Source: an optimization exercise on an open RTL-to-GDS flow (aim: small area, a short achievable clock period and few clock cycles per item). Production flows keep margins and buffers that such runs may drop. Function was checked by simulation only, so behaviour that the tests miss may differ from the original.

==> flow/design.v <==
package rsti_pkg;
    localparam int MAX_DIGITS = 16;
    localparam int IDX_W      = 4;
    localparam int CNT_W      = 5;
    localparam int VAL_W      = 64;
    localparam int LO_W       = 30;
    localparam int Q_DEPTH    = 2;
    localparam int Q_PTR_W    = 1;
    localparam int Q_CNT_W    = 2;
    localparam logic [7:0] CH_MINUS = 8'h2D;
    localparam logic [7:0] CH_PLUS  = 8'h2B;
    localparam logic [7:0] CH_SPACE = 8'h20;
    localparam logic [7:0] CH_LF    = 8'h0A;
    localparam logic [7:0] CH_TAB   = 8'h09;
    localparam logic [7:0] CH_CR    = 8'h0D;
    localparam logic [7:0] CH_VT    = 8'h0B;
    localparam logic [7:0] CH_FF    = 8'h0C;
    localparam logic [7:0] CH_NUL   = 8'h00;
    localparam logic [1:0] REG_RADIX       = 2'd0;
    localparam logic [1:0] REG_DIGIT_COUNT = 2'd1;
    localparam logic [1:0] REG_DIGITS_LOW  = 2'd2;
    localparam logic [1:0] REG_DIGITS_HIGH = 2'd3;
    localparam logic [4:0]  RST_RADIX       = 5'd10;
    localparam logic [4:0]  RST_DIGIT_COUNT = 5'd10;
    localparam logic [63:0] RST_DIGITS_LOW  = 64'h3736_3534_3332_3130;
    localparam logic [63:0] RST_DIGITS_HIGH = 64'h0000_0000_0000_3938;
    typedef enum logic [3:0] {
        PH_WS   = 4'b0001,
        PH_SIGN = 4'b0010,
        PH_DIG  = 4'b0100,
        PH_DONE = 4'b1000
    } t_phase;
    typedef struct packed {
        logic             first;
        logic             space;
        logic             minus;
        logic             plus;
        logic             hit;
        logic [3:0]       idx;
    } t_tok;
    function automatic logic [7:0] booth(input logic [4:0] r);
        logic one0, two0, neg0, one1, two1, neg1, one2, two2;
        one0 = r[0];
        two0 = r[1] && !r[0];
        neg0 = r[1];
        one1 = r[1] ^ r[2];
        two1 = (r[3:1] == 3'b011) || (r[3:1] == 3'b100);
        neg1 = r[3] && !(r[2] && r[1]);
        one2 = r[3] ^ r[4];
        two2 = r[3] && r[4];
        booth = {two2, one2, neg1, two1, one1, neg0, two0, one0};
    endfunction
endpackage
module rsti_front (
    input  logic                        i_clk,
    input  logic                        i_rst_n,
    input  logic                        i_valid,
    output logic                        o_ready,
    input  logic [7:0]                  i_ch,
    input  logic                        i_first,
    input  logic [rsti_pkg::CNT_W-1:0]  i_digit_count,
    input  logic [2*rsti_pkg::VAL_W-1:0] i_alphabet,
    output logic                        o_qvalid,
    output rsti_pkg::t_tok              o_qtok,
    input  logic                        i_qpop
);
    rsti_pkg::t_tok                     w_tok;
    rsti_pkg::t_tok                     r_tok;
    logic                               r_tvalid;
    logic [7:0]                         w_entry;
    logic                               w_big;
    always_comb begin
        w_big       = i_digit_count[4];
        w_tok.first = i_first;
        w_tok.space = (i_ch == rsti_pkg::CH_SPACE) || (i_ch == rsti_pkg::CH_LF) ||
                      (i_ch == rsti_pkg::CH_TAB) || (i_ch == rsti_pkg::CH_CR) ||
                      (i_ch == rsti_pkg::CH_VT) || (i_ch == rsti_pkg::CH_FF);
        w_tok.minus = (i_ch == rsti_pkg::CH_MINUS);
        w_tok.plus  = (i_ch == rsti_pkg::CH_PLUS);
        w_tok.hit   = 1'b0;
        w_tok.idx   = '0;
        w_entry     = '0;
        for (int k = rsti_pkg::MAX_DIGITS - 1; k >= 0; k--) begin
            w_entry = i_alphabet[8*k +: 8];
            if ((w_big || (4'(k) < i_digit_count[3:0])) && (w_entry != rsti_pkg::CH_NUL) &&
                (w_entry == i_ch)) begin
                w_tok.hit = 1'b1;
                w_tok.idx = rsti_pkg::IDX_W'(k);
            end
        end
    end
    assign o_ready  = i_qpop;
    assign o_qvalid = r_tvalid;
    assign o_qtok   = r_tok;
    always_ff @(posedge i_clk) begin
        if (i_qpop) begin
            r_tok <= w_tok;
        end
    end
    always_ff @(posedge i_clk) begin
        if (!i_rst_n) begin
            r_tvalid <= 1'b0;
        end else if (i_qpop) begin
            r_tvalid <= i_valid;
        end
    end
endmodule
module rsti_back (
    input  logic                          i_clk,
    input  logic                          i_rst_n,
    input  logic                          i_qvalid,
    input  rsti_pkg::t_tok                i_qtok,
    output logic                          o_qpop,
    input  logic [7:0]                    i_booth,
    input  logic [4:0]                    i_rm1,
    output logic                          o_valid,
    input  logic                          i_ready,
    output logic signed [rsti_pkg::VAL_W-1:0] o_value
);
    localparam int LO_W = rsti_pkg::LO_W;
    localparam int HI_W = rsti_pkg::VAL_W - LO_W;
    rsti_pkg::t_phase               r_phase;
    rsti_pkg::t_phase               n_phase;
    rsti_pkg::t_phase               w_ph;
    logic                           r_par;
    logic                           n_par;
    logic                           w_par;
    logic [LO_W-1:0]                r_lo;
    logic [HI_W-1:0]                r_hi;
    logic [LO_W+4:0]                w_lo_mac;
    logic [HI_W-1:0]                w_hi_mac;
    logic [5:0]                     w_f;
    logic [LO_W-1:0]                w_lo_ld;
    logic [HI_W-1:0]                w_hi_ld;
    logic [4:0]                     r_carry;
    logic                           r_hmac;
    logic                           r_oval;
    logic                           w_run;
    logic                           w_pop;
    logic                           w_pre;
    logic                           w_emit;
    logic                           w_dig;
    logic                           w_rz;
    logic                           w_mac;
    logic                           w_load;
    assign w_run   = !r_oval || i_ready;
    assign w_pop   = i_qvalid && w_run;
    assign o_qpop  = w_run;
    assign o_valid = r_oval;
    assign o_value = {r_hi, r_lo} ^ {rsti_pkg::VAL_W{r_par}};
    always_comb begin
        w_ph   = i_qtok.first ? rsti_pkg::PH_WS : r_phase;
        w_par  = i_qtok.first ? 1'b0 : r_par;
        w_pre  = (w_ph == rsti_pkg::PH_WS) || (w_ph == rsti_pkg::PH_SIGN);
        w_emit = 1'b0;
        w_dig  = 1'b0;
        n_phase = w_ph;
        n_par   = w_par;
        if (w_ph == rsti_pkg::PH_DONE) begin
            n_phase = rsti_pkg::PH_DONE;
        end else if ((w_ph == rsti_pkg::PH_WS) && i_qtok.space) begin
            n_phase = rsti_pkg::PH_WS;
        end else if (w_pre && i_qtok.minus) begin
            n_phase = rsti_pkg::PH_SIGN;
            n_par   = ~w_par;
        end else if (w_pre && i_qtok.plus) begin
            n_phase = rsti_pkg::PH_SIGN;
        end else if (i_qtok.hit) begin
            w_dig   = 1'b1;
            n_phase = rsti_pkg::PH_DIG;
        end else begin
            w_emit  = 1'b1;
            n_phase = rsti_pkg::PH_DONE;
        end
    end
    always_comb begin
        w_rz    = !(i_booth[0] || i_booth[1] || i_booth[3] || i_booth[4] ||
                    i_booth[6] || i_booth[7]);
        w_mac   = w_dig && !i_qtok.first && !w_rz;
        w_load  = i_qtok.first || (w_pre && i_qtok.minus) || (w_dig && w_rz);
        w_f     = 6'(i_qtok.idx) + (r_par ? 6'(i_rm1) : 6'd0);
        if (w_dig) begin
            w_lo_ld = w_par ? {{(LO_W-4){i_qtok.idx == '0}}, i_qtok.idx - 4'd1}
                            : LO_W'(i_qtok.idx);
            w_hi_ld = {HI_W{w_par && (i_qtok.idx == '0)}};
        end else begin
            w_lo_ld = {LO_W{n_par}};
            w_hi_ld = {HI_W{n_par}};
        end
    end
    rsti_mac_lo u_mac_lo (
        .i_v (r_lo),
        .i_b (i_booth),
        .i_f (w_f),
        .o_y (w_lo_mac)
    );
    rsti_mac_hi u_mac_hi (
        .i_v (r_hi),
        .i_b (i_booth),
        .i_c (r_carry),
        .o_y (w_hi_mac)
    );
    always_ff @(posedge i_clk) begin
        if (w_pop && w_load) begin
            r_lo <= w_lo_ld;
        end else if (w_pop && w_mac) begin
            r_lo <= w_lo_mac[LO_W-1:0];
        end
        if (w_pop && w_mac) begin
            r_carry <= w_lo_mac[LO_W+4:LO_W];
        end
        if (w_pop && w_load) begin
            r_hi <= w_hi_ld;
        end else if (w_run && r_hmac) begin
            r_hi <= w_hi_mac;
        end
    end
    always_ff @(posedge i_clk) begin
        if (!i_rst_n) begin
            r_phase <= rsti_pkg::PH_DONE;
            r_par   <= 1'b0;
            r_oval  <= 1'b0;
            r_hmac  <= 1'b0;
        end else begin
            if (w_pop && w_emit) begin
                r_oval <= 1'b1;
            end else if (i_ready) begin
                r_oval <= 1'b0;
            end
            if (w_pop) begin
                r_phase <= n_phase;
                r_par   <= n_par;
            end
            if (w_run) begin
                r_hmac <= w_pop && w_mac;
            end
        end
    end
endmodule
module rsti_mac_lo (
    input  logic [29:0] i_v,
    input  logic [7:0] i_b,
    input  logic [5:0] i_f,
    output logic [34:0] o_y
);
    logic t0;
    logic t1;
    logic t2;
    logic t3;
    logic t4;
    logic t5;
    logic t6;
    logic t7;
    logic t8;
    logic t9;
    logic t10;
    logic t11;
    logic t12;
    logic t13;
    logic t14;
    logic t15;
    logic t16;
    logic t17;
    logic t18;
    logic t19;
    logic t20;
    logic t21;
    logic t22;
    logic t23;
    logic t24;
    logic t25;
    logic t26;
    logic t27;
    logic t28;
    logic t29;
    logic t30;
    logic t31;
    logic t32;
    logic t33;
    logic t34;
    logic t35;
    logic t36;
    logic t37;
    logic t38;
    logic t39;
    logic t40;
    logic t41;
    logic t42;
    logic t43;
    logic t44;
    logic t45;
    logic t46;
    logic t47;
    logic t48;
    logic t49;
    logic t50;
    logic t51;
    logic t52;
    logic t53;
    logic t54;
    logic t55;
    logic t56;
    logic t57;
    logic t58;
    logic t59;
    logic t60;
    logic t61;
    logic t62;
    logic t63;
    logic t64;
    logic t65;
    logic t66;
    logic t67;
    logic t68;
    logic t69;
    logic t70;
    logic t71;
    logic t72;
    logic t73;
    logic t74;
    logic t75;
    logic t76;
    logic t77;
    logic t78;
    logic t79;
    logic t80;
    logic t81;
    logic t82;
    logic t83;
    logic t84;
    logic t85;
    logic t86;
    logic t87;
    logic t88;
    logic t89;
    logic t90;
    logic t91;
    logic t92;
    logic t93;
    logic t94;
    logic t95;
    logic t96;
    logic t97;
    logic t98;
    logic t99;
    logic t100;
    logic t101;
    logic t102;
    logic t103;
    logic t104;
    logic t105;
    logic t106;
    logic t107;
    logic t108;
    logic t109;
    logic t110;
    logic t111;
    logic t112;
    logic t113;
    logic t114;
    logic t115;
    logic t116;
    logic t117;
    logic t118;
    logic t119;
    logic t120;
    logic t121;
    logic t122;
    logic t123;
    logic t124;
    logic t125;
    logic t126;
    logic t127;
    logic t128;
    logic t129;
    logic t130;
    logic t131;
    logic t132;
    logic t133;
    logic t134;
    logic t135;
    logic t136;
    logic t137;
    logic t138;
    logic t139;
    logic t140;
    logic t141;
    logic t142;
    logic t143;
    logic t144;
    logic t145;
    logic t146;
    logic t147;
    logic t148;
    logic t149;
    logic t150;
    logic t151;
    logic t152;
    logic t153;
    logic t154;
    logic t155;
    logic t156;
    logic t157;
    logic t158;
    logic t159;
    logic t160;
    logic t161;
    logic t162;
    logic t163;
    logic t164;
    logic t165;
    logic t166;
    logic t167;
    logic t168;
    logic t169;
    logic t170;
    logic t171;
    logic t172;
    logic t173;
    logic t174;
    logic t175;
    logic t176;
    logic t177;
    logic t178;
    logic t179;
    logic t180;
    logic t181;
    logic t182;
    logic t183;
    logic t184;
    logic t185;
    logic t186;
    logic t187;
    logic t188;
    logic t189;
    logic t190;
    logic t191;
    logic t192;
    logic t193;
    logic t194;
    logic t195;
    logic t196;
    logic t197;
    logic t198;
    logic t199;
    logic t200;
    logic t201;
    logic t202;
    logic t203;
    logic t204;
    logic t205;
    logic t206;
    logic t207;
    logic t208;
    logic t209;
    logic t210;
    logic t211;
    logic t212;
    logic t213;
    logic t214;
    logic t215;
    logic t216;
    logic t217;
    logic t218;
    logic t219;
    logic t220;
    logic t221;
    logic t222;
    logic t223;
    logic t224;
    logic t225;
    logic t226;
    logic t227;
    logic t228;
    assign t0 = ((i_b[0] & i_v[0])) ^ i_b[2];
    assign t1 = ((i_b[0] & i_v[1]) | (i_b[1] & i_v[0])) ^ i_b[2];
    assign t2 = ((i_b[0] & i_v[2]) | (i_b[1] & i_v[1])) ^ i_b[2];
    assign t3 = ((i_b[0] & i_v[3]) | (i_b[1] & i_v[2])) ^ i_b[2];
    assign t4 = ((i_b[0] & i_v[4]) | (i_b[1] & i_v[3])) ^ i_b[2];
    assign t5 = ((i_b[0] & i_v[5]) | (i_b[1] & i_v[4])) ^ i_b[2];
    assign t6 = ((i_b[0] & i_v[6]) | (i_b[1] & i_v[5])) ^ i_b[2];
    assign t7 = ((i_b[0] & i_v[7]) | (i_b[1] & i_v[6])) ^ i_b[2];
    assign t8 = ((i_b[0] & i_v[8]) | (i_b[1] & i_v[7])) ^ i_b[2];
    assign t9 = ((i_b[0] & i_v[9]) | (i_b[1] & i_v[8])) ^ i_b[2];
    assign t10 = ((i_b[0] & i_v[10]) | (i_b[1] & i_v[9])) ^ i_b[2];
    assign t11 = ((i_b[0] & i_v[11]) | (i_b[1] & i_v[10])) ^ i_b[2];
    assign t12 = ((i_b[0] & i_v[12]) | (i_b[1] & i_v[11])) ^ i_b[2];
    assign t13 = ((i_b[0] & i_v[13]) | (i_b[1] & i_v[12])) ^ i_b[2];
    assign t14 = ((i_b[0] & i_v[14]) | (i_b[1] & i_v[13])) ^ i_b[2];
    assign t15 = ((i_b[0] & i_v[15]) | (i_b[1] & i_v[14])) ^ i_b[2];
    assign t16 = ((i_b[0] & i_v[16]) | (i_b[1] & i_v[15])) ^ i_b[2];
    assign t17 = ((i_b[0] & i_v[17]) | (i_b[1] & i_v[16])) ^ i_b[2];
    assign t18 = ((i_b[0] & i_v[18]) | (i_b[1] & i_v[17])) ^ i_b[2];
    assign t19 = ((i_b[0] & i_v[19]) | (i_b[1] & i_v[18])) ^ i_b[2];
    assign t20 = ((i_b[0] & i_v[20]) | (i_b[1] & i_v[19])) ^ i_b[2];
    assign t21 = ((i_b[0] & i_v[21]) | (i_b[1] & i_v[20])) ^ i_b[2];
    assign t22 = ((i_b[0] & i_v[22]) | (i_b[1] & i_v[21])) ^ i_b[2];
    assign t23 = ((i_b[0] & i_v[23]) | (i_b[1] & i_v[22])) ^ i_b[2];
    assign t24 = ((i_b[0] & i_v[24]) | (i_b[1] & i_v[23])) ^ i_b[2];
    assign t25 = ((i_b[0] & i_v[25]) | (i_b[1] & i_v[24])) ^ i_b[2];
    assign t26 = ((i_b[0] & i_v[26]) | (i_b[1] & i_v[25])) ^ i_b[2];
    assign t27 = ((i_b[0] & i_v[27]) | (i_b[1] & i_v[26])) ^ i_b[2];
    assign t28 = ((i_b[0] & i_v[28]) | (i_b[1] & i_v[27])) ^ i_b[2];
    assign t29 = ((i_b[0] & i_v[29]) | (i_b[1] & i_v[28])) ^ i_b[2];
    assign t30 = ((i_b[1] & i_v[29])) ^ i_b[2];
    assign t31 = ((i_b[3] & i_v[0])) ^ i_b[5];
    assign t32 = ((i_b[3] & i_v[1]) | (i_b[4] & i_v[0])) ^ i_b[5];
    assign t33 = ((i_b[3] & i_v[2]) | (i_b[4] & i_v[1])) ^ i_b[5];
    assign t34 = ((i_b[3] & i_v[3]) | (i_b[4] & i_v[2])) ^ i_b[5];
    assign t35 = ((i_b[3] & i_v[4]) | (i_b[4] & i_v[3])) ^ i_b[5];
    assign t36 = ((i_b[3] & i_v[5]) | (i_b[4] & i_v[4])) ^ i_b[5];
    assign t37 = ((i_b[3] & i_v[6]) | (i_b[4] & i_v[5])) ^ i_b[5];
    assign t38 = ((i_b[3] & i_v[7]) | (i_b[4] & i_v[6])) ^ i_b[5];
    assign t39 = ((i_b[3] & i_v[8]) | (i_b[4] & i_v[7])) ^ i_b[5];
    assign t40 = ((i_b[3] & i_v[9]) | (i_b[4] & i_v[8])) ^ i_b[5];
    assign t41 = ((i_b[3] & i_v[10]) | (i_b[4] & i_v[9])) ^ i_b[5];
    assign t42 = ((i_b[3] & i_v[11]) | (i_b[4] & i_v[10])) ^ i_b[5];
    assign t43 = ((i_b[3] & i_v[12]) | (i_b[4] & i_v[11])) ^ i_b[5];
    assign t44 = ((i_b[3] & i_v[13]) | (i_b[4] & i_v[12])) ^ i_b[5];
    assign t45 = ((i_b[3] & i_v[14]) | (i_b[4] & i_v[13])) ^ i_b[5];
    assign t46 = ((i_b[3] & i_v[15]) | (i_b[4] & i_v[14])) ^ i_b[5];
    assign t47 = ((i_b[3] & i_v[16]) | (i_b[4] & i_v[15])) ^ i_b[5];
    assign t48 = ((i_b[3] & i_v[17]) | (i_b[4] & i_v[16])) ^ i_b[5];
    assign t49 = ((i_b[3] & i_v[18]) | (i_b[4] & i_v[17])) ^ i_b[5];
    assign t50 = ((i_b[3] & i_v[19]) | (i_b[4] & i_v[18])) ^ i_b[5];
    assign t51 = ((i_b[3] & i_v[20]) | (i_b[4] & i_v[19])) ^ i_b[5];
    assign t52 = ((i_b[3] & i_v[21]) | (i_b[4] & i_v[20])) ^ i_b[5];
    assign t53 = ((i_b[3] & i_v[22]) | (i_b[4] & i_v[21])) ^ i_b[5];
    assign t54 = ((i_b[3] & i_v[23]) | (i_b[4] & i_v[22])) ^ i_b[5];
    assign t55 = ((i_b[3] & i_v[24]) | (i_b[4] & i_v[23])) ^ i_b[5];
    assign t56 = ((i_b[3] & i_v[25]) | (i_b[4] & i_v[24])) ^ i_b[5];
    assign t57 = ((i_b[3] & i_v[26]) | (i_b[4] & i_v[25])) ^ i_b[5];
    assign t58 = ((i_b[3] & i_v[27]) | (i_b[4] & i_v[26])) ^ i_b[5];
    assign t59 = ((i_b[3] & i_v[28]) | (i_b[4] & i_v[27])) ^ i_b[5];
    assign t60 = ((i_b[3] & i_v[29]) | (i_b[4] & i_v[28])) ^ i_b[5];
    assign t61 = ((i_b[4] & i_v[29])) ^ i_b[5];
    assign t62 = (i_b[6] & i_v[0]);
    assign t63 = (i_b[6] & i_v[1]) | (i_b[7] & i_v[0]);
    assign t64 = (i_b[6] & i_v[2]) | (i_b[7] & i_v[1]);
    assign t65 = (i_b[6] & i_v[3]) | (i_b[7] & i_v[2]);
    assign t66 = (i_b[6] & i_v[4]) | (i_b[7] & i_v[3]);
    assign t67 = (i_b[6] & i_v[5]) | (i_b[7] & i_v[4]);
    assign t68 = (i_b[6] & i_v[6]) | (i_b[7] & i_v[5]);
    assign t69 = (i_b[6] & i_v[7]) | (i_b[7] & i_v[6]);
    assign t70 = (i_b[6] & i_v[8]) | (i_b[7] & i_v[7]);
    assign t71 = (i_b[6] & i_v[9]) | (i_b[7] & i_v[8]);
    assign t72 = (i_b[6] & i_v[10]) | (i_b[7] & i_v[9]);
    assign t73 = (i_b[6] & i_v[11]) | (i_b[7] & i_v[10]);
    assign t74 = (i_b[6] & i_v[12]) | (i_b[7] & i_v[11]);
    assign t75 = (i_b[6] & i_v[13]) | (i_b[7] & i_v[12]);
    assign t76 = (i_b[6] & i_v[14]) | (i_b[7] & i_v[13]);
    assign t77 = (i_b[6] & i_v[15]) | (i_b[7] & i_v[14]);
    assign t78 = (i_b[6] & i_v[16]) | (i_b[7] & i_v[15]);
    assign t79 = (i_b[6] & i_v[17]) | (i_b[7] & i_v[16]);
    assign t80 = (i_b[6] & i_v[18]) | (i_b[7] & i_v[17]);
    assign t81 = (i_b[6] & i_v[19]) | (i_b[7] & i_v[18]);
    assign t82 = (i_b[6] & i_v[20]) | (i_b[7] & i_v[19]);
    assign t83 = (i_b[6] & i_v[21]) | (i_b[7] & i_v[20]);
    assign t84 = (i_b[6] & i_v[22]) | (i_b[7] & i_v[21]);
    assign t85 = (i_b[6] & i_v[23]) | (i_b[7] & i_v[22]);
    assign t86 = (i_b[6] & i_v[24]) | (i_b[7] & i_v[23]);
    assign t87 = (i_b[6] & i_v[25]) | (i_b[7] & i_v[24]);
    assign t88 = (i_b[6] & i_v[26]) | (i_b[7] & i_v[25]);
    assign t89 = (i_b[6] & i_v[27]) | (i_b[7] & i_v[26]);
    assign t90 = (i_b[6] & i_v[28]) | (i_b[7] & i_v[27]);
    assign t91 = (i_b[6] & i_v[29]) | (i_b[7] & i_v[28]);
    assign t92 = (i_b[7] & i_v[29]);
    assign t93 = t2 ^ t31;
    assign t94 = t2 & t31;
    assign t95 = t3 ^ t32;
    assign t96 = t3 & t32;
    assign t97 = t4 ^ t33 ^ t62;
    assign t98 = (t4 & t33) | (t4 & t62) | (t33 & t62);
    assign t99 = t5 ^ t34 ^ t63;
    assign t100 = (t5 & t34) | (t5 & t63) | (t34 & t63);
    assign t101 = t6 ^ t35;
    assign t102 = t6 & t35;
    assign t103 = t7 ^ t36;
    assign t104 = t7 & t36;
    assign t105 = t8 ^ t37;
    assign t106 = t8 & t37;
    assign t107 = t9 ^ t38;
    assign t108 = t9 & t38;
    assign t109 = t10 ^ t39;
    assign t110 = t10 & t39;
    assign t111 = t11 ^ t40;
    assign t112 = t11 & t40;
    assign t113 = t12 ^ t41;
    assign t114 = t12 & t41;
    assign t115 = t13 ^ t42;
    assign t116 = t13 & t42;
    assign t117 = t14 ^ t43;
    assign t118 = t14 & t43;
    assign t119 = t15 ^ t44;
    assign t120 = t15 & t44;
    assign t121 = t16 ^ t45;
    assign t122 = t16 & t45;
    assign t123 = t17 ^ t46;
    assign t124 = t17 & t46;
    assign t125 = t18 ^ t47;
    assign t126 = t18 & t47;
    assign t127 = t19 ^ t48;
    assign t128 = t19 & t48;
    assign t129 = t20 ^ t49;
    assign t130 = t20 & t49;
    assign t131 = t21 ^ t50;
    assign t132 = t21 & t50;
    assign t133 = t22 ^ t51;
    assign t134 = t22 & t51;
    assign t135 = t23 ^ t52;
    assign t136 = t23 & t52;
    assign t137 = t24 ^ t53;
    assign t138 = t24 & t53;
    assign t139 = t25 ^ t54;
    assign t140 = t25 & t54;
    assign t141 = t26 ^ t55;
    assign t142 = t26 & t55;
    assign t143 = t27 ^ t56;
    assign t144 = t27 & t56;
    assign t145 = t28 ^ t57;
    assign t146 = t28 & t57;
    assign t147 = t29 ^ t58;
    assign t148 = t29 & t58;
    assign t149 = t30 ^ t59;
    assign t150 = t30 & t59;
    assign t151 = i_b[2] ^ t60;
    assign t152 = i_b[2] & t60;
    assign t153 = i_b[2] ^ t61;
    assign t154 = i_b[2] & t61;
    assign t155 = i_b[2] ^ i_b[5];
    assign t156 = i_b[2] & i_b[5];
    assign t157 = i_b[2] ^ i_b[5];
    assign t158 = i_b[2] & i_b[5];
    assign t159 = t0 ^ i_b[2];
    assign t160 = t0 & i_b[2];
    assign t161 = t1 ^ i_f[1];
    assign t162 = t1 & i_f[1];
    assign t163 = t93 ^ i_b[5] ^ i_f[2];
    assign t164 = (t93 & i_b[5]) | (t93 & i_f[2]) | (i_b[5] & i_f[2]);
    assign t165 = t94 ^ t95 ^ i_f[3];
    assign t166 = (t94 & t95) | (t94 & i_f[3]) | (t95 & i_f[3]);
    assign t167 = t96 ^ t97 ^ i_f[4];
    assign t168 = (t96 & t97) | (t96 & i_f[4]) | (t97 & i_f[4]);
    assign t169 = t98 ^ t99 ^ i_f[5];
    assign t170 = (t98 & t99) | (t98 & i_f[5]) | (t99 & i_f[5]);
    assign t171 = t100 ^ t101 ^ t64;
    assign t172 = (t100 & t101) | (t100 & t64) | (t101 & t64);
    assign t173 = t102 ^ t103 ^ t65;
    assign t174 = (t102 & t103) | (t102 & t65) | (t103 & t65);
    assign t175 = t104 ^ t105 ^ t66;
    assign t176 = (t104 & t105) | (t104 & t66) | (t105 & t66);
    assign t177 = t106 ^ t107 ^ t67;
    assign t178 = (t106 & t107) | (t106 & t67) | (t107 & t67);
    assign t179 = t108 ^ t109 ^ t68;
    assign t180 = (t108 & t109) | (t108 & t68) | (t109 & t68);
    assign t181 = t110 ^ t111 ^ t69;
    assign t182 = (t110 & t111) | (t110 & t69) | (t111 & t69);
    assign t183 = t112 ^ t113 ^ t70;
    assign t184 = (t112 & t113) | (t112 & t70) | (t113 & t70);
    assign t185 = t114 ^ t115 ^ t71;
    assign t186 = (t114 & t115) | (t114 & t71) | (t115 & t71);
    assign t187 = t116 ^ t117 ^ t72;
    assign t188 = (t116 & t117) | (t116 & t72) | (t117 & t72);
    assign t189 = t118 ^ t119 ^ t73;
    assign t190 = (t118 & t119) | (t118 & t73) | (t119 & t73);
    assign t191 = t120 ^ t121 ^ t74;
    assign t192 = (t120 & t121) | (t120 & t74) | (t121 & t74);
    assign t193 = t122 ^ t123 ^ t75;
    assign t194 = (t122 & t123) | (t122 & t75) | (t123 & t75);
    assign t195 = t124 ^ t125 ^ t76;
    assign t196 = (t124 & t125) | (t124 & t76) | (t125 & t76);
    assign t197 = t126 ^ t127 ^ t77;
    assign t198 = (t126 & t127) | (t126 & t77) | (t127 & t77);
    assign t199 = t128 ^ t129 ^ t78;
    assign t200 = (t128 & t129) | (t128 & t78) | (t129 & t78);
    assign t201 = t130 ^ t131 ^ t79;
    assign t202 = (t130 & t131) | (t130 & t79) | (t131 & t79);
    assign t203 = t132 ^ t133 ^ t80;
    assign t204 = (t132 & t133) | (t132 & t80) | (t133 & t80);
    assign t205 = t134 ^ t135 ^ t81;
    assign t206 = (t134 & t135) | (t134 & t81) | (t135 & t81);
    assign t207 = t136 ^ t137 ^ t82;
    assign t208 = (t136 & t137) | (t136 & t82) | (t137 & t82);
    assign t209 = t138 ^ t139 ^ t83;
    assign t210 = (t138 & t139) | (t138 & t83) | (t139 & t83);
    assign t211 = t140 ^ t141 ^ t84;
    assign t212 = (t140 & t141) | (t140 & t84) | (t141 & t84);
    assign t213 = t142 ^ t143 ^ t85;
    assign t214 = (t142 & t143) | (t142 & t85) | (t143 & t85);
    assign t215 = t144 ^ t145 ^ t86;
    assign t216 = (t144 & t145) | (t144 & t86) | (t145 & t86);
    assign t217 = t146 ^ t147 ^ t87;
    assign t218 = (t146 & t147) | (t146 & t87) | (t147 & t87);
    assign t219 = t148 ^ t149 ^ t88;
    assign t220 = (t148 & t149) | (t148 & t88) | (t149 & t88);
    assign t221 = t150 ^ t151 ^ t89;
    assign t222 = (t150 & t151) | (t150 & t89) | (t151 & t89);
    assign t223 = t152 ^ t153 ^ t90;
    assign t224 = (t152 & t153) | (t152 & t90) | (t153 & t90);
    assign t225 = t154 ^ t155 ^ t91;
    assign t226 = (t154 & t155) | (t154 & t91) | (t155 & t91);
    assign t227 = t156 ^ t157 ^ t92;
    assign t228 = (t156 & t157) | (t156 & t92) | (t157 & t92);
    assign o_y = {t226, t224, t222, t220, t218, t216, t214, t212, t210, t208, t206, t204, t202, t200, t198, t196, t194, t192, t190, t188, t186, t184, t182, t180, t178, t176, t174, t172, t170, t168, t166, t164, t162, t160, t159} + {t227, t225, t223, t221, t219, t217, t215, t213, t211, t209, t207, t205, t203, t201, t199, t197, t195, t193, t191, t189, t187, t185, t183, t181, t179, t177, t175, t173, t171, t169, t167, t165, t163, t161, i_f[0]};
endmodule
module rsti_mac_hi (
    input  logic [33:0] i_v,
    input  logic [7:0] i_b,
    input  logic [4:0] i_c,
    output logic [33:0] o_y
);
    logic t0;
    logic t1;
    logic t2;
    logic t3;
    logic t4;
    logic t5;
    logic t6;
    logic t7;
    logic t8;
    logic t9;
    logic t10;
    logic t11;
    logic t12;
    logic t13;
    logic t14;
    logic t15;
    logic t16;
    logic t17;
    logic t18;
    logic t19;
    logic t20;
    logic t21;
    logic t22;
    logic t23;
    logic t24;
    logic t25;
    logic t26;
    logic t27;
    logic t28;
    logic t29;
    logic t30;
    logic t31;
    logic t32;
    logic t33;
    logic t34;
    logic t35;
    logic t36;
    logic t37;
    logic t38;
    logic t39;
    logic t40;
    logic t41;
    logic t42;
    logic t43;
    logic t44;
    logic t45;
    logic t46;
    logic t47;
    logic t48;
    logic t49;
    logic t50;
    logic t51;
    logic t52;
    logic t53;
    logic t54;
    logic t55;
    logic t56;
    logic t57;
    logic t58;
    logic t59;
    logic t60;
    logic t61;
    logic t62;
    logic t63;
    logic t64;
    logic t65;
    logic t66;
    logic t67;
    logic t68;
    logic t69;
    logic t70;
    logic t71;
    logic t72;
    logic t73;
    logic t74;
    logic t75;
    logic t76;
    logic t77;
    logic t78;
    logic t79;
    logic t80;
    logic t81;
    logic t82;
    logic t83;
    logic t84;
    logic t85;
    logic t86;
    logic t87;
    logic t88;
    logic t89;
    logic t90;
    logic t91;
    logic t92;
    logic t93;
    logic t94;
    logic t95;
    logic t96;
    logic t97;
    logic t98;
    logic t99;
    logic t100;
    logic t101;
    logic t102;
    logic t103;
    logic t104;
    logic t105;
    logic t106;
    logic t107;
    logic t108;
    logic t109;
    logic t110;
    logic t111;
    logic t112;
    logic t113;
    logic t114;
    logic t115;
    logic t116;
    logic t117;
    logic t118;
    logic t119;
    logic t120;
    logic t121;
    logic t122;
    logic t123;
    logic t124;
    logic t125;
    logic t126;
    logic t127;
    logic t128;
    logic t129;
    logic t130;
    logic t131;
    logic t132;
    logic t133;
    logic t134;
    logic t135;
    logic t136;
    logic t137;
    logic t138;
    logic t139;
    logic t140;
    logic t141;
    logic t142;
    logic t143;
    logic t144;
    logic t145;
    logic t146;
    logic t147;
    logic t148;
    logic t149;
    logic t150;
    logic t151;
    logic t152;
    logic t153;
    logic t154;
    logic t155;
    logic t156;
    logic t157;
    logic t158;
    logic t159;
    logic t160;
    logic t161;
    logic t162;
    logic t163;
    logic t164;
    logic t165;
    logic t166;
    logic t167;
    logic t168;
    logic t169;
    logic t170;
    logic t171;
    logic t172;
    logic t173;
    logic t174;
    logic t175;
    logic t176;
    logic t177;
    logic t178;
    logic t179;
    logic t180;
    logic t181;
    logic t182;
    logic t183;
    logic t184;
    logic t185;
    logic t186;
    logic t187;
    logic t188;
    logic t189;
    logic t190;
    logic t191;
    logic t192;
    logic t193;
    logic t194;
    logic t195;
    logic t196;
    logic t197;
    logic t198;
    logic t199;
    logic t200;
    logic t201;
    logic t202;
    logic t203;
    logic t204;
    logic t205;
    logic t206;
    logic t207;
    logic t208;
    logic t209;
    logic t210;
    logic t211;
    logic t212;
    logic t213;
    logic t214;
    logic t215;
    logic t216;
    logic t217;
    logic t218;
    logic t219;
    logic t220;
    logic t221;
    logic t222;
    logic t223;
    logic t224;
    logic t225;
    logic t226;
    logic t227;
    assign t0 = ((i_b[0] & i_v[0])) ^ i_b[2];
    assign t1 = ((i_b[0] & i_v[1]) | (i_b[1] & i_v[0])) ^ i_b[2];
    assign t2 = ((i_b[0] & i_v[2]) | (i_b[1] & i_v[1])) ^ i_b[2];
    assign t3 = ((i_b[0] & i_v[3]) | (i_b[1] & i_v[2])) ^ i_b[2];
    assign t4 = ((i_b[0] & i_v[4]) | (i_b[1] & i_v[3])) ^ i_b[2];
    assign t5 = ((i_b[0] & i_v[5]) | (i_b[1] & i_v[4])) ^ i_b[2];
    assign t6 = ((i_b[0] & i_v[6]) | (i_b[1] & i_v[5])) ^ i_b[2];
    assign t7 = ((i_b[0] & i_v[7]) | (i_b[1] & i_v[6])) ^ i_b[2];
    assign t8 = ((i_b[0] & i_v[8]) | (i_b[1] & i_v[7])) ^ i_b[2];
    assign t9 = ((i_b[0] & i_v[9]) | (i_b[1] & i_v[8])) ^ i_b[2];
    assign t10 = ((i_b[0] & i_v[10]) | (i_b[1] & i_v[9])) ^ i_b[2];
    assign t11 = ((i_b[0] & i_v[11]) | (i_b[1] & i_v[10])) ^ i_b[2];
    assign t12 = ((i_b[0] & i_v[12]) | (i_b[1] & i_v[11])) ^ i_b[2];
    assign t13 = ((i_b[0] & i_v[13]) | (i_b[1] & i_v[12])) ^ i_b[2];
    assign t14 = ((i_b[0] & i_v[14]) | (i_b[1] & i_v[13])) ^ i_b[2];
    assign t15 = ((i_b[0] & i_v[15]) | (i_b[1] & i_v[14])) ^ i_b[2];
    assign t16 = ((i_b[0] & i_v[16]) | (i_b[1] & i_v[15])) ^ i_b[2];
    assign t17 = ((i_b[0] & i_v[17]) | (i_b[1] & i_v[16])) ^ i_b[2];
    assign t18 = ((i_b[0] & i_v[18]) | (i_b[1] & i_v[17])) ^ i_b[2];
    assign t19 = ((i_b[0] & i_v[19]) | (i_b[1] & i_v[18])) ^ i_b[2];
    assign t20 = ((i_b[0] & i_v[20]) | (i_b[1] & i_v[19])) ^ i_b[2];
    assign t21 = ((i_b[0] & i_v[21]) | (i_b[1] & i_v[20])) ^ i_b[2];
    assign t22 = ((i_b[0] & i_v[22]) | (i_b[1] & i_v[21])) ^ i_b[2];
    assign t23 = ((i_b[0] & i_v[23]) | (i_b[1] & i_v[22])) ^ i_b[2];
    assign t24 = ((i_b[0] & i_v[24]) | (i_b[1] & i_v[23])) ^ i_b[2];
    assign t25 = ((i_b[0] & i_v[25]) | (i_b[1] & i_v[24])) ^ i_b[2];
    assign t26 = ((i_b[0] & i_v[26]) | (i_b[1] & i_v[25])) ^ i_b[2];
    assign t27 = ((i_b[0] & i_v[27]) | (i_b[1] & i_v[26])) ^ i_b[2];
    assign t28 = ((i_b[0] & i_v[28]) | (i_b[1] & i_v[27])) ^ i_b[2];
    assign t29 = ((i_b[0] & i_v[29]) | (i_b[1] & i_v[28])) ^ i_b[2];
    assign t30 = ((i_b[0] & i_v[30]) | (i_b[1] & i_v[29])) ^ i_b[2];
    assign t31 = ((i_b[0] & i_v[31]) | (i_b[1] & i_v[30])) ^ i_b[2];
    assign t32 = ((i_b[0] & i_v[32]) | (i_b[1] & i_v[31])) ^ i_b[2];
    assign t33 = ((i_b[0] & i_v[33]) | (i_b[1] & i_v[32])) ^ i_b[2];
    assign t34 = ((i_b[3] & i_v[0])) ^ i_b[5];
    assign t35 = ((i_b[3] & i_v[1]) | (i_b[4] & i_v[0])) ^ i_b[5];
    assign t36 = ((i_b[3] & i_v[2]) | (i_b[4] & i_v[1])) ^ i_b[5];
    assign t37 = ((i_b[3] & i_v[3]) | (i_b[4] & i_v[2])) ^ i_b[5];
    assign t38 = ((i_b[3] & i_v[4]) | (i_b[4] & i_v[3])) ^ i_b[5];
    assign t39 = ((i_b[3] & i_v[5]) | (i_b[4] & i_v[4])) ^ i_b[5];
    assign t40 = ((i_b[3] & i_v[6]) | (i_b[4] & i_v[5])) ^ i_b[5];
    assign t41 = ((i_b[3] & i_v[7]) | (i_b[4] & i_v[6])) ^ i_b[5];
    assign t42 = ((i_b[3] & i_v[8]) | (i_b[4] & i_v[7])) ^ i_b[5];
    assign t43 = ((i_b[3] & i_v[9]) | (i_b[4] & i_v[8])) ^ i_b[5];
    assign t44 = ((i_b[3] & i_v[10]) | (i_b[4] & i_v[9])) ^ i_b[5];
    assign t45 = ((i_b[3] & i_v[11]) | (i_b[4] & i_v[10])) ^ i_b[5];
    assign t46 = ((i_b[3] & i_v[12]) | (i_b[4] & i_v[11])) ^ i_b[5];
    assign t47 = ((i_b[3] & i_v[13]) | (i_b[4] & i_v[12])) ^ i_b[5];
    assign t48 = ((i_b[3] & i_v[14]) | (i_b[4] & i_v[13])) ^ i_b[5];
    assign t49 = ((i_b[3] & i_v[15]) | (i_b[4] & i_v[14])) ^ i_b[5];
    assign t50 = ((i_b[3] & i_v[16]) | (i_b[4] & i_v[15])) ^ i_b[5];
    assign t51 = ((i_b[3] & i_v[17]) | (i_b[4] & i_v[16])) ^ i_b[5];
    assign t52 = ((i_b[3] & i_v[18]) | (i_b[4] & i_v[17])) ^ i_b[5];
    assign t53 = ((i_b[3] & i_v[19]) | (i_b[4] & i_v[18])) ^ i_b[5];
    assign t54 = ((i_b[3] & i_v[20]) | (i_b[4] & i_v[19])) ^ i_b[5];
    assign t55 = ((i_b[3] & i_v[21]) | (i_b[4] & i_v[20])) ^ i_b[5];
    assign t56 = ((i_b[3] & i_v[22]) | (i_b[4] & i_v[21])) ^ i_b[5];
    assign t57 = ((i_b[3] & i_v[23]) | (i_b[4] & i_v[22])) ^ i_b[5];
    assign t58 = ((i_b[3] & i_v[24]) | (i_b[4] & i_v[23])) ^ i_b[5];
    assign t59 = ((i_b[3] & i_v[25]) | (i_b[4] & i_v[24])) ^ i_b[5];
    assign t60 = ((i_b[3] & i_v[26]) | (i_b[4] & i_v[25])) ^ i_b[5];
    assign t61 = ((i_b[3] & i_v[27]) | (i_b[4] & i_v[26])) ^ i_b[5];
    assign t62 = ((i_b[3] & i_v[28]) | (i_b[4] & i_v[27])) ^ i_b[5];
    assign t63 = ((i_b[3] & i_v[29]) | (i_b[4] & i_v[28])) ^ i_b[5];
    assign t64 = ((i_b[3] & i_v[30]) | (i_b[4] & i_v[29])) ^ i_b[5];
    assign t65 = ((i_b[3] & i_v[31]) | (i_b[4] & i_v[30])) ^ i_b[5];
    assign t66 = (i_b[6] & i_v[0]);
    assign t67 = (i_b[6] & i_v[1]) | (i_b[7] & i_v[0]);
    assign t68 = (i_b[6] & i_v[2]) | (i_b[7] & i_v[1]);
    assign t69 = (i_b[6] & i_v[3]) | (i_b[7] & i_v[2]);
    assign t70 = (i_b[6] & i_v[4]) | (i_b[7] & i_v[3]);
    assign t71 = (i_b[6] & i_v[5]) | (i_b[7] & i_v[4]);
    assign t72 = (i_b[6] & i_v[6]) | (i_b[7] & i_v[5]);
    assign t73 = (i_b[6] & i_v[7]) | (i_b[7] & i_v[6]);
    assign t74 = (i_b[6] & i_v[8]) | (i_b[7] & i_v[7]);
    assign t75 = (i_b[6] & i_v[9]) | (i_b[7] & i_v[8]);
    assign t76 = (i_b[6] & i_v[10]) | (i_b[7] & i_v[9]);
    assign t77 = (i_b[6] & i_v[11]) | (i_b[7] & i_v[10]);
    assign t78 = (i_b[6] & i_v[12]) | (i_b[7] & i_v[11]);
    assign t79 = (i_b[6] & i_v[13]) | (i_b[7] & i_v[12]);
    assign t80 = (i_b[6] & i_v[14]) | (i_b[7] & i_v[13]);
    assign t81 = (i_b[6] & i_v[15]) | (i_b[7] & i_v[14]);
    assign t82 = (i_b[6] & i_v[16]) | (i_b[7] & i_v[15]);
    assign t83 = (i_b[6] & i_v[17]) | (i_b[7] & i_v[16]);
    assign t84 = (i_b[6] & i_v[18]) | (i_b[7] & i_v[17]);
    assign t85 = (i_b[6] & i_v[19]) | (i_b[7] & i_v[18]);
    assign t86 = (i_b[6] & i_v[20]) | (i_b[7] & i_v[19]);
    assign t87 = (i_b[6] & i_v[21]) | (i_b[7] & i_v[20]);
    assign t88 = (i_b[6] & i_v[22]) | (i_b[7] & i_v[21]);
    assign t89 = (i_b[6] & i_v[23]) | (i_b[7] & i_v[22]);
    assign t90 = (i_b[6] & i_v[24]) | (i_b[7] & i_v[23]);
    assign t91 = (i_b[6] & i_v[25]) | (i_b[7] & i_v[24]);
    assign t92 = (i_b[6] & i_v[26]) | (i_b[7] & i_v[25]);
    assign t93 = (i_b[6] & i_v[27]) | (i_b[7] & i_v[26]);
    assign t94 = (i_b[6] & i_v[28]) | (i_b[7] & i_v[27]);
    assign t95 = (i_b[6] & i_v[29]) | (i_b[7] & i_v[28]);
    assign t96 = t2 ^ t34;
    assign t97 = t2 & t34;
    assign t98 = t3 ^ t35;
    assign t99 = t3 & t35;
    assign t100 = t4 ^ t36 ^ t66;
    assign t101 = (t4 & t36) | (t4 & t66) | (t36 & t66);
    assign t102 = t5 ^ t37;
    assign t103 = t5 & t37;
    assign t104 = t6 ^ t38;
    assign t105 = t6 & t38;
    assign t106 = t7 ^ t39;
    assign t107 = t7 & t39;
    assign t108 = t8 ^ t40;
    assign t109 = t8 & t40;
    assign t110 = t9 ^ t41;
    assign t111 = t9 & t41;
    assign t112 = t10 ^ t42;
    assign t113 = t10 & t42;
    assign t114 = t11 ^ t43;
    assign t115 = t11 & t43;
    assign t116 = t12 ^ t44;
    assign t117 = t12 & t44;
    assign t118 = t13 ^ t45;
    assign t119 = t13 & t45;
    assign t120 = t14 ^ t46;
    assign t121 = t14 & t46;
    assign t122 = t15 ^ t47;
    assign t123 = t15 & t47;
    assign t124 = t16 ^ t48;
    assign t125 = t16 & t48;
    assign t126 = t17 ^ t49;
    assign t127 = t17 & t49;
    assign t128 = t18 ^ t50;
    assign t129 = t18 & t50;
    assign t130 = t19 ^ t51;
    assign t131 = t19 & t51;
    assign t132 = t20 ^ t52;
    assign t133 = t20 & t52;
    assign t134 = t21 ^ t53;
    assign t135 = t21 & t53;
    assign t136 = t22 ^ t54;
    assign t137 = t22 & t54;
    assign t138 = t23 ^ t55;
    assign t139 = t23 & t55;
    assign t140 = t24 ^ t56;
    assign t141 = t24 & t56;
    assign t142 = t25 ^ t57;
    assign t143 = t25 & t57;
    assign t144 = t26 ^ t58;
    assign t145 = t26 & t58;
    assign t146 = t27 ^ t59;
    assign t147 = t27 & t59;
    assign t148 = t28 ^ t60;
    assign t149 = t28 & t60;
    assign t150 = t29 ^ t61;
    assign t151 = t29 & t61;
    assign t152 = t30 ^ t62;
    assign t153 = t30 & t62;
    assign t154 = t31 ^ t63;
    assign t155 = t31 & t63;
    assign t156 = t32 ^ t64;
    assign t157 = t32 & t64;
    assign t158 = t33 ^ t65;
    assign t159 = t33 & t65;
    assign t160 = t0 ^ i_b[2];
    assign t161 = t0 & i_b[2];
    assign t162 = t1 ^ i_c[1];
    assign t163 = t1 & i_c[1];
    assign t164 = t96 ^ i_b[5] ^ i_c[2];
    assign t165 = (t96 & i_b[5]) | (t96 & i_c[2]) | (i_b[5] & i_c[2]);
    assign t166 = t97 ^ t98 ^ i_c[3];
    assign t167 = (t97 & t98) | (t97 & i_c[3]) | (t98 & i_c[3]);
    assign t168 = t99 ^ t100 ^ i_c[4];
    assign t169 = (t99 & t100) | (t99 & i_c[4]) | (t100 & i_c[4]);
    assign t170 = t101 ^ t102 ^ t67;
    assign t171 = (t101 & t102) | (t101 & t67) | (t102 & t67);
    assign t172 = t103 ^ t104 ^ t68;
    assign t173 = (t103 & t104) | (t103 & t68) | (t104 & t68);
    assign t174 = t105 ^ t106 ^ t69;
    assign t175 = (t105 & t106) | (t105 & t69) | (t106 & t69);
    assign t176 = t107 ^ t108 ^ t70;
    assign t177 = (t107 & t108) | (t107 & t70) | (t108 & t70);
    assign t178 = t109 ^ t110 ^ t71;
    assign t179 = (t109 & t110) | (t109 & t71) | (t110 & t71);
    assign t180 = t111 ^ t112 ^ t72;
    assign t181 = (t111 & t112) | (t111 & t72) | (t112 & t72);
    assign t182 = t113 ^ t114 ^ t73;
    assign t183 = (t113 & t114) | (t113 & t73) | (t114 & t73);
    assign t184 = t115 ^ t116 ^ t74;
    assign t185 = (t115 & t116) | (t115 & t74) | (t116 & t74);
    assign t186 = t117 ^ t118 ^ t75;
    assign t187 = (t117 & t118) | (t117 & t75) | (t118 & t75);
    assign t188 = t119 ^ t120 ^ t76;
    assign t189 = (t119 & t120) | (t119 & t76) | (t120 & t76);
    assign t190 = t121 ^ t122 ^ t77;
    assign t191 = (t121 & t122) | (t121 & t77) | (t122 & t77);
    assign t192 = t123 ^ t124 ^ t78;
    assign t193 = (t123 & t124) | (t123 & t78) | (t124 & t78);
    assign t194 = t125 ^ t126 ^ t79;
    assign t195 = (t125 & t126) | (t125 & t79) | (t126 & t79);
    assign t196 = t127 ^ t128 ^ t80;
    assign t197 = (t127 & t128) | (t127 & t80) | (t128 & t80);
    assign t198 = t129 ^ t130 ^ t81;
    assign t199 = (t129 & t130) | (t129 & t81) | (t130 & t81);
    assign t200 = t131 ^ t132 ^ t82;
    assign t201 = (t131 & t132) | (t131 & t82) | (t132 & t82);
    assign t202 = t133 ^ t134 ^ t83;
    assign t203 = (t133 & t134) | (t133 & t83) | (t134 & t83);
    assign t204 = t135 ^ t136 ^ t84;
    assign t205 = (t135 & t136) | (t135 & t84) | (t136 & t84);
    assign t206 = t137 ^ t138 ^ t85;
    assign t207 = (t137 & t138) | (t137 & t85) | (t138 & t85);
    assign t208 = t139 ^ t140 ^ t86;
    assign t209 = (t139 & t140) | (t139 & t86) | (t140 & t86);
    assign t210 = t141 ^ t142 ^ t87;
    assign t211 = (t141 & t142) | (t141 & t87) | (t142 & t87);
    assign t212 = t143 ^ t144 ^ t88;
    assign t213 = (t143 & t144) | (t143 & t88) | (t144 & t88);
    assign t214 = t145 ^ t146 ^ t89;
    assign t215 = (t145 & t146) | (t145 & t89) | (t146 & t89);
    assign t216 = t147 ^ t148 ^ t90;
    assign t217 = (t147 & t148) | (t147 & t90) | (t148 & t90);
    assign t218 = t149 ^ t150 ^ t91;
    assign t219 = (t149 & t150) | (t149 & t91) | (t150 & t91);
    assign t220 = t151 ^ t152 ^ t92;
    assign t221 = (t151 & t152) | (t151 & t92) | (t152 & t92);
    assign t222 = t153 ^ t154 ^ t93;
    assign t223 = (t153 & t154) | (t153 & t93) | (t154 & t93);
    assign t224 = t155 ^ t156 ^ t94;
    assign t225 = (t155 & t156) | (t155 & t94) | (t156 & t94);
    assign t226 = t157 ^ t158 ^ t95;
    assign t227 = (t157 & t158) | (t157 & t95) | (t158 & t95);
    assign o_y = {t225, t223, t221, t219, t217, t215, t213, t211, t209, t207, t205, t203, t201, t199, t197, t195, t193, t191, t189, t187, t185, t183, t181, t179, t177, t175, t173, t171, t169, t167, t165, t163, t161, t160} + {t226, t224, t222, t220, t218, t216, t214, t212, t210, t208, t206, t204, t202, t200, t198, t196, t194, t192, t190, t188, t186, t184, t182, t180, t178, t176, t174, t172, t170, t168, t166, t164, t162, i_c[0]};
endmodule
module radix_string_to_integer_unit (
    input  logic                              i_clk,
    input  logic                              i_rst_n,
    input  logic                              i_valid,
    output logic                              o_ready,
    input  logic [7:0]                        i_ch,
    input  logic                              i_first,
    output logic                              o_valid,
    input  logic                              i_ready,
    output logic signed [rsti_pkg::VAL_W-1:0] o_value,
    input  logic                              i_cfg_we,
    input  logic [1:0]                        i_cfg_idx,
    input  logic [rsti_pkg::VAL_W-1:0]        i_cfg_data
);
    logic [7:0]                  r_booth;
    logic [4:0]                  r_rm1;
    logic [rsti_pkg::CNT_W-1:0]  r_digit_count;
    logic [rsti_pkg::VAL_W-1:0]  r_digits_low;
    logic [rsti_pkg::VAL_W-1:0]  r_digits_high;
    logic                        w_qvalid;
    rsti_pkg::t_tok              w_qtok;
    logic                        w_qpop;
    always_ff @(posedge i_clk) begin
        if (!i_rst_n) begin
            r_booth       <= rsti_pkg::booth(rsti_pkg::RST_RADIX);
            r_rm1         <= rsti_pkg::RST_RADIX - 5'd1;
            r_digit_count <= rsti_pkg::RST_DIGIT_COUNT;
            r_digits_low  <= rsti_pkg::RST_DIGITS_LOW;
            r_digits_high <= rsti_pkg::RST_DIGITS_HIGH;
        end else if (i_cfg_we) begin
            case (i_cfg_idx)
                rsti_pkg::REG_RADIX: begin
                    r_booth <= rsti_pkg::booth(i_cfg_data[4:0]);
                    r_rm1   <= i_cfg_data[4:0] - 5'd1;
                end
                rsti_pkg::REG_DIGIT_COUNT: r_digit_count <= i_cfg_data[4:0];
                rsti_pkg::REG_DIGITS_LOW:  r_digits_low  <= i_cfg_data;
                rsti_pkg::REG_DIGITS_HIGH: r_digits_high <= i_cfg_data;
                default: begin
                end
            endcase
        end
    end
    rsti_front u_front (
        .i_clk         (i_clk),
        .i_rst_n       (i_rst_n),
        .i_valid       (i_valid),
        .o_ready       (o_ready),
        .i_ch          (i_ch),
        .i_first       (i_first),
        .i_digit_count (r_digit_count),
        .i_alphabet    ({r_digits_high, r_digits_low}),
        .o_qvalid      (w_qvalid),
        .o_qtok        (w_qtok),
        .i_qpop        (w_qpop)
    );
    rsti_back u_back (
        .i_clk    (i_clk),
        .i_rst_n  (i_rst_n),
        .i_qvalid (w_qvalid),
        .i_qtok   (w_qtok),
        .o_qpop   (w_qpop),
        .i_booth  (r_booth),
        .i_rm1    (r_rm1),
        .o_valid  (o_valid),
        .i_ready  (i_ready),
        .o_value  (o_value)
    );
endmodule
==> flow/run.sh <==
#!/bin/bash
# synth_recipe.tcl (not shown) runs the flow's synth.tcl, then flattens the netlist and writes it again
# the make line also repeats each setting of config.mk as NAME=value (left out here)
make -C /OpenROAD-flow-scripts/flow DESIGN_CONFIG=/design/flow/config.mk WORK_HOME=/design/flow/orfs CLKGATE_MAP_FILE= SYNTH_SCRIPT=/design/flow/synth_recipe.tcl finish
==> flow/config.mk <==
export PLATFORM = sky130hd
export DESIGN_NAME = radix_string_to_integer_unit
export DESIGN_NICKNAME = radix_string_to_integer_unit
export VERILOG_FILES = /design/flow/design.v
export SDC_FILE = /design/flow/constraint.sdc
export NUM_CORES = 4
export LEC_CHECK = 0
export CAP_MARGIN = 20
export CORE_MARGIN = 2
export CORE_UTILIZATION = 40
export PLACE_DENSITY = 0.6
export SETUP_SLACK_MARGIN = 2.6
export SLEW_MARGIN = 20
==> flow/constraint.sdc <==
create_clock -name core_clock -period 6.5 [get_ports {i_clk}]
set_input_delay 1.3000 -clock core_clock [delete_from_list [all_inputs] [get_ports {i_clk}]]
set_output_delay 1.3000 -clock core_clock [all_outputs]
set_load 0.01 [all_outputs]
==> flow_metrics.py, run 1 <==
metrics = {
    "status": {
        "outcome": "complete, no violations",
    },
    "worst_setup_path": {
        "crit_path_cell_trace": "buf_6, buf_16, a22oi_2, xnor2_1, ha_1, inv_2, fa_1, inv_2, ha_4, a21o_1, a21oi_2, o211ai_1, a21oi_2, o21ai_2, a31oi_4, nor3_4, o41a_1, xor2_1",
        "path_class": "reg2reg",
        "crit_start": "r_booth[1]",
        "startpoint_type": "flip-flop",
        "path_max_fanout": 5,
        "r2r_start": "r_booth[1]",
        "path_buf_inv": 4,
        "required_ns": 6.84,
        "critPathCaptureType": "flip-flop",
        "critPathMaxStageDelay_ns": 0.54,
        "cp_slowest_cell": "fa_1",
        "path_delay_family": "compound AO/OA/AOI/OAI gates",
        "critPathArrivalTime_ns": 4.44,
    },
    "detailed_routing": {
        "viasPerCell": 5.67,
        "drc": 0,
        "wl_per_cell_um": 20.2,
        "ant_nets": 0,
        "drt_iter0_drc": 1384,
        "first_pass_iters": 8,
        "vias": 18400,
        "drt_wl_total_um": 65600,
    },
    "synth": {
        "synthArstFlopShare_pct": 0,
        "synth-edff-count": 78,
        "synthCells": 2438,
        "synth.net_count": 2726,
        "synthFlopType": "dfxtp_1",
        "synth-seq-area-share_pct": 26.5,
        "synth_cell_types": 78,
        "synth_area_um2": 20400,
        "synth_seq_cells": 232,
        "synth.avg_cell_area_um2": 8.38,
        "yosysWarnings": 3,
    },
    "finish": {
        "diodes": 0,
        "syn_to_final_growth_pct": 25.7,
        "final_nets": 2844,
        "drive_above_1_share_pct": 16.0,
    },
    "clock_tree": {
        "cts_inserted_buffers": 30,
        "path_clk_slew_ns": 0.06,
        "cts_tree": "yes",
        "clk_latency_ns": 0.59,
        "cts.path.max_buffers": 3,
        "cts.sinks": 232,
        "htree_levels": 1,
        "cts_root_buffer": "clkbuf_16",
    },
    "floorplan": {
        "die-area_um2": 52900,
        "initial_core_util_pct": 40.7,
        "die-width_um": 230,
        "core_um2": 50300,
        "ios": 146,
        "num_rows": 82,
        "die_y_um": 230,
    },
    "sta": {
        "maxSlewHeadroom_pct": 28.1,
        "setup_violations": 0,
        "final-hold-violation-count": 0,
        "clock_skew_ns": 0.0401,
        "tightest_slew_ns": 1.08,
        "final.setup.tns_ns": 0,
        "setup_ws_ns": 2.39,
        "drv_slew": 0,
        "min_period_over_period_pct": 63.2,
        "fmax_mhz": 243,
        "period_needed_ns": 4.11,
        "rsz0062_at_grt": "true",
    },
    "global_routing": {
        "gr-total-overflow": 0,
        "antenna_found_initial": 3,
        "grt_max_degree": 107,
        "grt_use_total_pct": 23.4,
        "grt_pass1_wl_um": 100000,
        "grt_pass1_vias": 18500,
    },
    "worst_hold_path": {
        "worstHoldStart": "r_digits_high[21]",
        "hp-class": "reg2reg",
    },
    "run": {
        "cap_violations": 0,
    },
    "placed_design": {
        "place_hpwl_um": 41400,
        "place_congestion": 0.875,
        "io_buffers": 145,
        "place_worst_setup_slack_ns": 1.84,
    },
}
## final timing paths
kind                                           to  slack, ns  cells past startpoint
worst max-delay path            u_back.r_carry[3]       2.39                     18
worst min-delay path            r_digits_high[21]       0.49                      2
worst max register to register  u_back.r_carry[3]       2.39                     18
worst min register to register  r_digits_high[21]       0.49                      2
## metal layers
metal	up-vias	wire length (um)	GRT usage (%)
met5	-	24	0
met3	137	3960	3.08
li1	8609	-	-
met2	670	32300	41.5
met4	4	2290	7.90
met1	9007	27000	29.0
## cells by family (layout without fill, tap and decap cells)
kind of cell / count (synthesis) / count (layout) / share of synthesized area, %
flops: 232 / 232 / 26.5
mux: 5 / 5 / 0.245
fa+ha+maj: 209 / 209 / 15.3
simple gates: 635 / 635 / 14.2
xor+xnor: 378 / 378 / 16.2
buf+inv: 379 / 521 / 7.08
compound gates: 600 / 600 / 20.4
## flip-flops by register name (all words and copies together) (netlist names)
register	cells
r_booth	8
r_digit_count	5
r_digits_high	64
r_digits_low	64
r_rm1	5
u_back.r_carry	5
u_back.r_hi	34
u_back.r_hmac	1
u_back.r_lo	30
u_back.r_oval	1
u_back.r_par	1
u_back.r_phase	4
u_front.r_tok	9
u_front.r_tvalid	1
## cells in the final DEF (no fill, tap or decap), types with 14 or more instances in the layout
cell type / count
xnor2_1: 202
fa_1: 64
nand3_1: 51
inv_1: 158
a21o_1: 24
clkdlybuf4s50_1: 142
a21oi_1: 64
buf_6: 22
xor2_1: 164
o21ai_1: 62
nor4_1: 36
nor3_1: 28
ha_1: 102
a22o_1: 29
nor2_1: 55
buf_4: 98
a22oi_1: 118
nand2_1: 339
a21boi_0: 98
and2_1: 14
dfxtp_1: 145
ha_4: 27
a21oi_2: 24
clkbuf_16: 37
edfxtp_1: 78
inv_2: 15
nand4_1: 21
o21ai_0: 31
a22oi_2: 35
## area by class of cell
cell class                      count  area, um2
Clock buffer                       45        911
Clock inverter                     11       85.1
Fill cell                        4589      24600
Inverter                          173        649
Multi-Input combinational cell   1827      14700
Sequential cell                   232       5460
Tap cell                          672        841
Timing Repair Buffer              292       3080
## timing repair
action	4_1_cts	5_1_grt
cloned	6	5
pin swaps	33	57
setup endpoints to repair	93	42
resized for setup	124	115
buffers inserted	69	36
hold buffers	0	0
## cell usage after synthesis, drive strengths merged (66+ instances only)
cell type,instances,area (um2)
a21boi,101,758
clkbuf,140,528
ha,140,1750
o21ai,103,519
edfxtp,78,2340
a21oi,89,445
xnor2,213,1870
dfxtp,154,3080
a22oi,153,1150
nand2,346,1310
buf,66,270
inv,173,649
fa,68,1360
xor2,165,1450
## worst register-to-register path, stage by stage (launching register included)
cell and delay (ns):
dfxtp_4 0.46, buf_6 0.17, buf_16 0.14, a22oi_2 0.06, xnor2_1 0.15, ha_1 0.31, inv_2 0.04, fa_1 0.54
inv_2 0.05, ha_4 0.26, a21o_1 0.19, a21oi_2 0.21, o211ai_1 0.14, a21oi_2 0.18, o21ai_2 0.11, a31oi_4 0.32
nor3_4 0.07, o41a_1 0.33, xor2_1 0.14
## metrics by stage
stage               cell area, um2  util (%)  hold WS, ns  cells
floorplan                    20700         -        0.447   2438
global placement             22400      44.5        0.467   3080
detailed placement           22400      44.5        0.479   3080
CTS                          24800      49.3        0.490   3211
global route                 25700      51.1        0.511   3252
finish                       25700      51.1        0.488   3252
Testbench counts, summed over its fixed seeds: cycles 18,815, items 18,783.
==> run 2: changes to the inputs <==
--- a/flow/config.mk
+++ b/flow/config.mk
@@ -10,4 +10,4 @@
 export CORE_UTILIZATION = 40
 export PLACE_DENSITY = 0.6
-export SETUP_SLACK_MARGIN = 2.6
+export SETUP_SLACK_MARGIN = 2.0
 export SLEW_MARGIN = 20
==> run 2 against run 1 <==
Still clean on timing, DRC and antenna. Utilization fell by 3.9 points. Critical path type unchanged. Wire length fell by 6.4%. Largest cell class unchanged. Synthesized cell count is the same.
==> flow_metrics.py, run 2 <==
metrics = {
    "detailed_routing": {
        "drt_iter0_drc": 1364,
        "viasPerCell": 5.65,
        "wl_per_cell_um": 19.3,
        "first_pass_iters": 5,
        "vias": 17900,
        "ant_nets": 0,
        "drt_wl_total_um": 61300,
        "drc": 0,
    },
    "worst_setup_path": {
        "path_max_fanout": 5,
        "required_ns": 6.81,
        "path_class": "reg2reg",
        "worst_r2r_path_depth": 17,
        "startpoint_type": "flip-flop",
        "critPathCaptureType": "flip-flop",
        "critPathArrivalTime_ns": 4.61,
    },
    "clock_tree": {
        "cts.sinks": 232,
        "cts.path.max_buffers": 3,
        "cts_root_buffer": "clkbuf_16",
        "cts_tree": "yes",
        "path_clk_slew_ns": 0.06,
        "clk_latency_ns": 0.59,
        "postCtsHoldBufs": 0,
        "htree_levels": 1,
        "cts_inserted_buffers": 30,
    },
    "worst_hold_path": {
        "hp-class": "reg2reg",
        "whs_path_depth": 2,
    },
    "run": {
        "cap_violations": 0,
    },
    "sta": {
        "min_period_over_period_pct": 66.2,
        "tightest_slew_ns": 1.13,
        "hold_slack_ns": 0.477,
        "fmax_mhz": 233,
        "final-hold-violation-count": 0,
        "setup_violations": 0,
        "clock_skew_ns": 0.0153,
        "setup_ws_ns": 2.20,
        "rsz0062_at_grt": "false",
        "period_needed_ns": 4.30,
        "final.setup.tns_ns": 0,
        "drv_slew": 0,
        "maxSlewHeadroom_pct": 24.1,
    },
    "finish": {
        "register_area_um2": 5460,
        "final_nets": 2768,
        "multiInputGateArea_um2": 13700,
        "top_regs": "r_digits_high: 64 flops, r_digits_low: 64 flops, u_back.r_hi: 34 flops",
        "syn_to_final_growth_pct": 16.1,
        "drive_above_1_share_pct": 6.71,
        "fill_cells": 4841,
        "layout_commonest_cell": "nand2_1",
        "layout_common_cells": "345 x nand2_1, 213 x xnor2_1, 173 x inv_1, 165 x xor2_1, 151 x a22oi_1",
        "diodes": 0,
    },
    "placed_design": {
        "place_congestion": 0.869,
        "io_buffers": 145,
        "place_worst_setup_slack_ns": 1.51,
        "place_hpwl_um": 41500,
    },
    "global_routing": {
        "antenna_found_initial": 0,
        "grt_pass1_wl_um": 97900,
        "grt_use_total_pct": 22.7,
        "grt_max_degree": 96,
        "grt_pass1_vias": 18000,
        "gr-total-overflow": 0,
    },
    "floorplan": {
        "num_rows": 82,
        "ios": 146,
        "die-area_um2": 52900,
        "core_um2": 50300,
        "die_y_um": 230,
        "initial_core_util_pct": 40.7,
        "die-width_um": 230,
    },
    "status": {
        "outcome": "complete, no violations",
    },
    "synth": {
        "synth_seq_cells": 232,
        "yosysTopAreaCell": "dfxtp_1",
        "synth.avg_cell_area_um2": 8.38,
        "ys_top_cells_by_area": "dfxtp_1 15%, edfxtp_1 11%, xnor2_1 9.1%",
        "synthArstFlopShare_pct": 0,
        "yosysWarnings": 3,
        "synth_cell_types": 78,
        "synth.most_common_cell": "nand2_1",
        "synth_area_um2": 20400,
        "synth_common_cells": "345 x nand2_1, 213 x xnor2_1, 173 x inv_1, 165 x xor2_1, 154 x dfxtp_1",
        "synth_top_area_share_pct": 15.1,
        "synth-edff-count": 78,
        "synthFlopType": "dfxtp_1",
        "synthCells": 2438,
        "synth.net_count": 2726,
        "synth-seq-area-share_pct": 26.5,
    },
}
run 2: cell counts after synthesis:
No cell type changed its count.
run 2: cell families (layout without fill, tap and decap cells):
family          after synthesis  count (layout)  share of synthesized area, %
compound gates              600             600                          20.4
xor+xnor                    378             378                          16.2
fa+ha+maj                   209             209                          15.3
buf+inv                     379             444                          7.08
flops                       232             232                          26.5
mux                           5               5                         0.245
simple gates                635             635                          14.2
run 2: final cells by class:
type,instances,share of cell area (%)
clock buffer,46,3.58
clock inverter,9,0.411
inverter,173,2.74
multi-input combinational,1827,57.7
sequential,232,23.0
tap,672,3.54
timing repair buffer,216,8.99
run 2: through the flow:
stage / instance area [um2] / instances / util (%)
floorplan: 20400 / 2438 / -
global placement: 22200 / 3080 / 44.2
detailed placement: 22200 / 3080 / 44.2
CTS: 23400 / 3147 / 46.5
global route: 23700 / 3175 / 47.2
finish: 23700 / 3175 / 47.2
run 2: worst paths after layout:
path | start | end | slack (ns)
min | r_rm1[3] | r_rm1[3] | 0.48
max reg2reg | u_back.r_hi[2] | u_back.r_hi[33] | 2.20
max | u_back.r_hi[2] | u_back.r_hi[33] | 2.20
min reg2reg | r_rm1[3] | r_rm1[3] | 0.48
run 2: timing repair:
| item | CTS | global route |
|---|---|---|
| pin swaps | 1 | 12 |
| endpoints found under the setup margin | 35 | 28 |
| setup buffers | 12 | 28 |
| resized for setup | 8 | 26 |
run 2: routing by layer:
metal	GRT usage (%)	wire, um
met5	0	0
met4	6.81	1870
met2	38.1	29000
met1	30.4	26900
met3	3.05	3600
run 2: worst max-delay path, cell delays in order (launching register included):
cell and delay [ns]:
edfxtp_1 0.46, a22oi_2 0.23, xnor2_1 0.12, fa_1 0.54, inv_1 0.06, fa_1 0.51
inv_1 0.05, ha_1 0.35, o211ai_1 0.14, a211oi_2 0.23, o21ai_2 0.12, a31oi_4 0.29
a2111oi_4 0.11, buf_4 0.18, o31ai_4 0.25, o22ai_2 0.14, xnor2_1 0.19, o21ai_2 0.06

re-timing with driven ports:
In the flow no input, the clock included, has a driving cell. The finished layouts below were timed again as built, in two steps.
Step 1 assumes that a clkbuf_16 drives the clock port and a buf_2 every other input.
Step 2 moves the port delays by t, midway between the first and last clock arrival at a register: inputs arrive t later, outputs are due t later. That takes back most of the time a late clock gives input paths.
a / b / c = no drivers / after step 1 / after step 2; a / b = the first two.
| run | shift t [ns] | setup slack, ns | worst hold slack (ns) | worst setup path after step 2 | worst register clock-pin slew, ns |
|---|---|---|---|---|---|
| run 1 | 0.624 | 2.392 / 2.392 / 2.134 | 0.488 / 0.488 / 0.488 | input to register | 0.07 / 0.07 |
| run 2 | 0.637 | 2.199 / 2.199 / 2.000 | 0.477 / 0.477 / 0.477 | input to register | 0.06 / 0.06 |
After both steps every run listed still meets setup and hold. For run 1, which loses most, drivers alone change the setup slack by 0.000 ns; drivers and shift together by -0.258 ns.
